This is an optimization exercise on Yosys and OpenROAD, whose aim is small area, a short achievable clock period and few clock cycles per item, not a production implementation.
At most, simulation tests tie the RTL to the original design; equivalence was not proved.

==> job 194 <==
==> flow/design.v (excerpt) <==
module oct_normal_encoder_unit #(
   parameter int COMP_BITS = 16
) (
   input  logic                                clock,
   input  logic                                reset,
   input  logic                                req_valid,
   output logic                                req_ready,
   input  logic signed [COMP_BITS-1:0]         req_comp_x,
   input  logic signed [COMP_BITS-1:0]         req_comp_y,
   input  logic signed [COMP_BITS-1:0]         req_comp_z,
   output logic                                rsp_valid,
   input  logic                                rsp_ready,
   output logic [onu_pkg::ENC_W-1:0]           rsp_enc_x,
   output logic [onu_pkg::ENC_W-1:0]           rsp_enc_y,
   output logic                                rsp_zero_vector,
   input  logic                                csr_psel,
   input  logic                                csr_penable,
   input  logic                                csr_pwrite,
   input  logic [onu_pkg::CSR_ADDR_W-1:0]      csr_paddr,
   input  logic [onu_pkg::CSR_DATA_W-1:0]      csr_pwdata,
   output logic [onu_pkg::CSR_DATA_W-1:0]      csr_prdata,
   output logic                                csr_pready
);
   localparam int SW  = COMP_BITS + 1;       
   localparam int NR4 = (COMP_BITS - 2) / 2;  
   logic [onu_pkg::RANGE_W-1:0] range_max_ff;
   logic [onu_pkg::RANGE_W-1:0] rdata_ff;
   assign csr_pready = 1'b1;
   always_ff @(posedge clock) begin
      if (reset) begin
         range_max_ff <= onu_pkg::RANGE_MAX_RESET;
      end else if (csr_psel && csr_penable && csr_pwrite &&
                   (csr_paddr[onu_pkg::CSR_ADDR_W-1] == onu_pkg::REG_RANGE_MAX)) begin
         range_max_ff <= csr_pwdata[onu_pkg::RANGE_W-1:0];
  ...
==> flow/config.mk <==
export PLATFORM = sky130hd
export DESIGN_NAME = oct_normal_encoder_unit
export DESIGN_NICKNAME = oct_normal_encoder_unit
export VERILOG_FILES = /design/flow/design.v
export SDC_FILE = /design/flow/constraint.sdc
export NUM_CORES = 4
export LEC_CHECK = 0
export ABC_AREA = 1
export CAP_MARGIN = 20
export CORE_MARGIN = 2
export CORE_UTILIZATION = 55
export PLACE_DENSITY = 0.68
export SETUP_SLACK_MARGIN = 4.4
export SLEW_MARGIN = 20
==> flow/constraint.sdc <==
create_clock -name core_clock -period 7.5 [get_ports {clock}]
set_input_delay 1.5000 -clock core_clock [delete_from_list [all_inputs] [get_ports {clock}]]
set_output_delay 1.5000 -clock core_clock [all_outputs]
set_load 0.01 [all_outputs]
run.sh (not shown) runs the stock make flow with config.mk's settings and CLKGATE_MAP_FILE= SYNTH_SCRIPT=/design/flow/synth_recipe.tcl, a recipe that flattens the netlist after the stock synthesis.
==> job 6400 (differences from job 194) <==
--- a/flow/design.v
+++ b/flow/design.v
@@ -905,28 +905,29 @@
    end
    assign csr_prdata = {{(onu_pkg::CSR_DATA_W-onu_pkg::RANGE_W){1'b0}}, rdata_ff};
    logic [onu_pkg::RANGE_W+1:0] range_max3_ff;
    always_ff @(posedge clock) begin
       range_max3_ff <= (onu_pkg::RANGE_W+2)'(range_max_ff) + {range_max_ff, 1'b0};
    end
    logic adv;           
    logic skid_valid;
-   assign req_ready = adv;
+   logic ready_ff;      
+   assign req_ready = ready_ff;
    logic          b_valid;
    logic [3:0]    b_flags;
    logic          b_one_x, b_one_y;
    logic [SW-1:0] b_sum, b_rem_x, b_rem_y;
    onu_front #(
       .COMP_BITS (COMP_BITS)
    ) u_front (
       .clock     (clock),
       .reset     (reset),
       .adv       (adv),
-      .in_valid  (req_valid),
+      .in_valid  (req_valid && ready_ff),
       .comp_x    (req_comp_x),
       .comp_y    (req_comp_y),
       .comp_z    (req_comp_z),
       .out_valid (b_valid),
       .out_flags (b_flags),
       .out_sum   (b_sum),
       .out_rem_x (b_rem_x),
       .out_rem_y (b_rem_y),
@@ -1056,20 +1057,22 @@
    logic                      push;
    assign push   = adv && q_valid;
    assign o_load = !rsp_valid || rsp_ready;
    always_ff @(posedge clock) begin
       if (reset) begin
          rsp_valid  <= 1'b0;
          skid_valid <= 1'b0;
          adv        <= 1'b1;
+         ready_ff   <= 1'b0;
       end else begin
          if (o_load) rsp_valid <= skid_valid || push;
          skid_valid <= (skid_valid || push) && rsp_valid && !rsp_ready;
          adv        <= !((skid_valid || push) && rsp_valid && !rsp_ready);
+         ready_ff   <= !((skid_valid || push) && rsp_valid && !rsp_ready);
       end
    end
    always_ff @(posedge clock) begin
       if (o_load) begin
          rsp_enc_x       <= skid_valid ? k_enc_x : q_enc_x;
          rsp_enc_y       <= skid_valid ? k_enc_y : q_enc_y;
          rsp_zero_vector <= skid_valid ? k_zero  : q_zero;
       end
- CORE_UTILIZATION: 55 -> 62
- PLACE_DENSITY: 0.68 -> 0.74
==> job 610 (differences from job 194) <==
--- a/flow/design.v
+++ b/flow/design.v
@@ -905,28 +905,29 @@
    end
    assign csr_prdata = {{(onu_pkg::CSR_DATA_W-onu_pkg::RANGE_W){1'b0}}, rdata_ff};
    logic [onu_pkg::RANGE_W+1:0] range_max3_ff;
    always_ff @(posedge clock) begin
       range_max3_ff <= (onu_pkg::RANGE_W+2)'(range_max_ff) + {range_max_ff, 1'b0};
    end
    logic adv;           
    logic skid_valid;
-   assign req_ready = adv;
+   logic ready_ff;      
+   assign req_ready = ready_ff;
    logic          b_valid;
    logic [3:0]    b_flags;
    logic          b_one_x, b_one_y;
    logic [SW-1:0] b_sum, b_rem_x, b_rem_y;
    onu_front #(
       .COMP_BITS (COMP_BITS)
    ) u_front (
       .clock     (clock),
       .reset     (reset),
       .adv       (adv),
-      .in_valid  (req_valid),
+      .in_valid  (req_valid && ready_ff),
       .comp_x    (req_comp_x),
       .comp_y    (req_comp_y),
       .comp_z    (req_comp_z),
       .out_valid (b_valid),
       .out_flags (b_flags),
       .out_sum   (b_sum),
       .out_rem_x (b_rem_x),
       .out_rem_y (b_rem_y),
@@ -1056,20 +1057,22 @@
    logic                      push;
    assign push   = adv && q_valid;
    assign o_load = !rsp_valid || rsp_ready;
    always_ff @(posedge clock) begin
       if (reset) begin
          rsp_valid  <= 1'b0;
          skid_valid <= 1'b0;
          adv        <= 1'b1;
+         ready_ff   <= 1'b0;
       end else begin
          if (o_load) rsp_valid <= skid_valid || push;
          skid_valid <= (skid_valid || push) && rsp_valid && !rsp_ready;
          adv        <= !((skid_valid || push) && rsp_valid && !rsp_ready);
+         ready_ff   <= !((skid_valid || push) && rsp_valid && !rsp_ready);
       end
    end
    always_ff @(posedge clock) begin
       if (o_load) begin
          rsp_enc_x       <= skid_valid ? k_enc_x : q_enc_x;
          rsp_enc_y       <= skid_valid ? k_enc_y : q_enc_y;
          rsp_zero_vector <= skid_valid ? k_zero  : q_zero;
       end
==> comparison table <==
Critical path's most frequent cell: job 6400 nand2_1; job 610 nand2_1; job 194 inv_1
Clock network area share: job 6400 0.0410; job 610 0.0418; job 194 0.0418
Unrepaired setup endpoints after global routing: job 6400 no; job 610 yes; job 194 yes
Crit path buf inv count: job 6400 1; job 610 2; job 194 3
Run status: job 6400 complete, no violations; job 610 complete, no violations; job 194 complete, no violations
Cell type of the slowest stage on the worst timing path: job 6400 edfxtp_1; job 610 edfxtp_1; job 194 dfxtp_1
Inverter count of the layout excluding clock inverters: job 6400 1583; job 610 1583; job 194 1616
Critical register-to-register path endpoint: job 6400 g_div[2].u_step.out_rem_x[4]; job 610 g_div[2].u_step.out_rem_x[10]; job 194 u_quant.ry2[18]
Cell depth of the worst flop-to-flop path: job 6400 10; job 610 11; job 194 9
Final WL: job 6400 328000 um; job 610 331000 um; job 194 340000 um
Hold slack final: job 6400 413 ps; job 610 405 ps; job 194 391 ps
Sum of routed wire segments on met1: job 6400 122000 um; job 610 131000 um; job 194 134000 um
Max-slew headroom: job 6400 0.216; job 610 0.228; job 194 0.259
Number of clock buffers inserted by TritonCTS: job 6400 131; job 610 136; job 194 133
Total area of multi-input combinational cells: job 6400 56100 um^2; job 610 56200 um^2; job 194 56200 um^2
Iteration-0 DRC count of the detailed router: job 6400 11009; job 610 8513; job 194 9320
Achievable Freq: job 6400 320 MHz; job 610 321 MHz; job 194 320 MHz
Well Taps: job 6400 2072; job 610 2355; job 194 2355
Total number of nets in the final design: job 6400 13501; job 610 13512; job 194 13517
Highest net fanout along the worst path: job 6400 14; job 610 6; job 194 10
Uppermost layer routed: job 6400 met5; job 610 met4; job 194 met5
Met3 GRT Util: job 6400 0.0692; job 610 0.0535; job 194 0.0646
Global routing met2 resource utilization: job 6400 0.639; job 610 0.583; job 194 0.581
Testbench counts of job 6400, summed over its fixed seeds: cycles 16,104, items 16,000.
Testbench counts of job 610, summed over its fixed seeds: cycles 16,104, items 16,000.
Function not checked in job 194: the RTL went through the layout flow alone.

==> 02-08 <==
oct_normal_encoder_unit, a different RTL version from the one above (not shown whole).
Settings: LEC_CHECK=0, CAP_MARGIN=20, CORE_MARGIN=2, CORE_UTILIZATION=40, SETUP_SLACK_MARGIN=4.2, SLEW_MARGIN=20; clock period 7.5 ns.
==> 10-24: changes against 02-08 <==
--- a/flow/config.mk
+++ b/flow/config.mk
@@ -9,4 +9,3 @@
 export CORE_MARGIN = 2
 export CORE_UTILIZATION = 40
-export SETUP_SLACK_MARGIN = 4.2
 export SLEW_MARGIN = 20
==> qor summary <==
| item | 10-24 | 02-08 |
|---|---|---|
| Routed metal-1 wire length | 99890 microns | 111300 microns |
| Sequential portion of the cell area | 33.90% | 30.01% |
| Grt met3 use | 2.684% | 3.487% |
| Via count of the first global-routing pass | 63931 | 68317 |
| Worst setup slack for register-to-register paths | 2.79 ns | 3.97 ns |
| Post-route non-filler standard cell count | 11344 | 12010 |
| Later-pin clock latency in the skew report | 0.78 ns | 0.79 ns |
| Buffers inserted by post-CTS timing repair | 0 | 385 |
| Critical path arrival | 5.18 ns | 4.05 ns |
| Design Area, Final | 92700 sq um | 104900 sq um |
| Share of final layout cell area taken by clock buffers and inverters | 4.371% | 3.861% |
| Highest clock rate | 212.4 MHz | 282.9 MHz |
| Worst Path Required | 7.97 ns | 8.02 ns |
| Wire length of the first global-routing pass | 379800 microns | 414300 microns |
| Worst Hold Slack | 0.3980 ns | 0.4003 ns |
| Number of design-rule violations left by the first detailed-router iteration | 5300 | 6571 |
| PnR worst setup slack | 2.791 ns | 3.965 ns |
| Worst path max stage delay | 0.63 ns | 0.40 ns |
| Result of the run | complete, no violations | complete, no violations |
| Area occupied by multi-input gates | 49560 sq um | 54400 sq um |
| Multi-Input Combinational | 6442 | 6453 |
Testbench counts of 02-08, summed over its fixed seeds: cycles 16,104, items 16,000.
Testbench counts of 10-24, summed over its fixed seeds: cycles 16,104, items 16,000.

[re-timing with driven ports]
The results above use ideal ports. As a check the final layouts listed here were re-extracted and re-timed, cells and wires unchanged. Step 1: set_driving_cell puts a clkbuf_16 on clock and a buf_2 on each other input, an assumption about the parent block. Step 2 also shifts input and output timing later by t, the mid clock arrival at the registers, as if the neighbouring blocks saw the same clock. Slacks: ideal / step 1 / step 2; pairs: ideal / step 1.
| run | t, ns | slack for setup (ns) | worst register clock-pin slew, ns |
|---|---|---|---|
| job 194 | 0.893 | 4.371 / 4.351 / 3.838 | 0.07 / 0.07 |
| job 6400 | 0.895 | 4.377 / 4.371 / 3.719 | 0.07 / 0.07 |
| job 610 | 0.911 | 4.384 / 4.372 / 3.695 | 0.07 / 0.07 |
| 02-08 | 0.830 | 3.965 / 3.965 / 3.426 | 0.07 / 0.07 |
| 10-24 | 0.824 | 2.791 / 2.791 / 2.791 | 0.07 / 0.07 |
After both steps setup and hold are still met in every run listed. For job 610, which loses most, drivers alone change the setup slack by -0.012 ns; drivers and shift together by -0.689 ns.
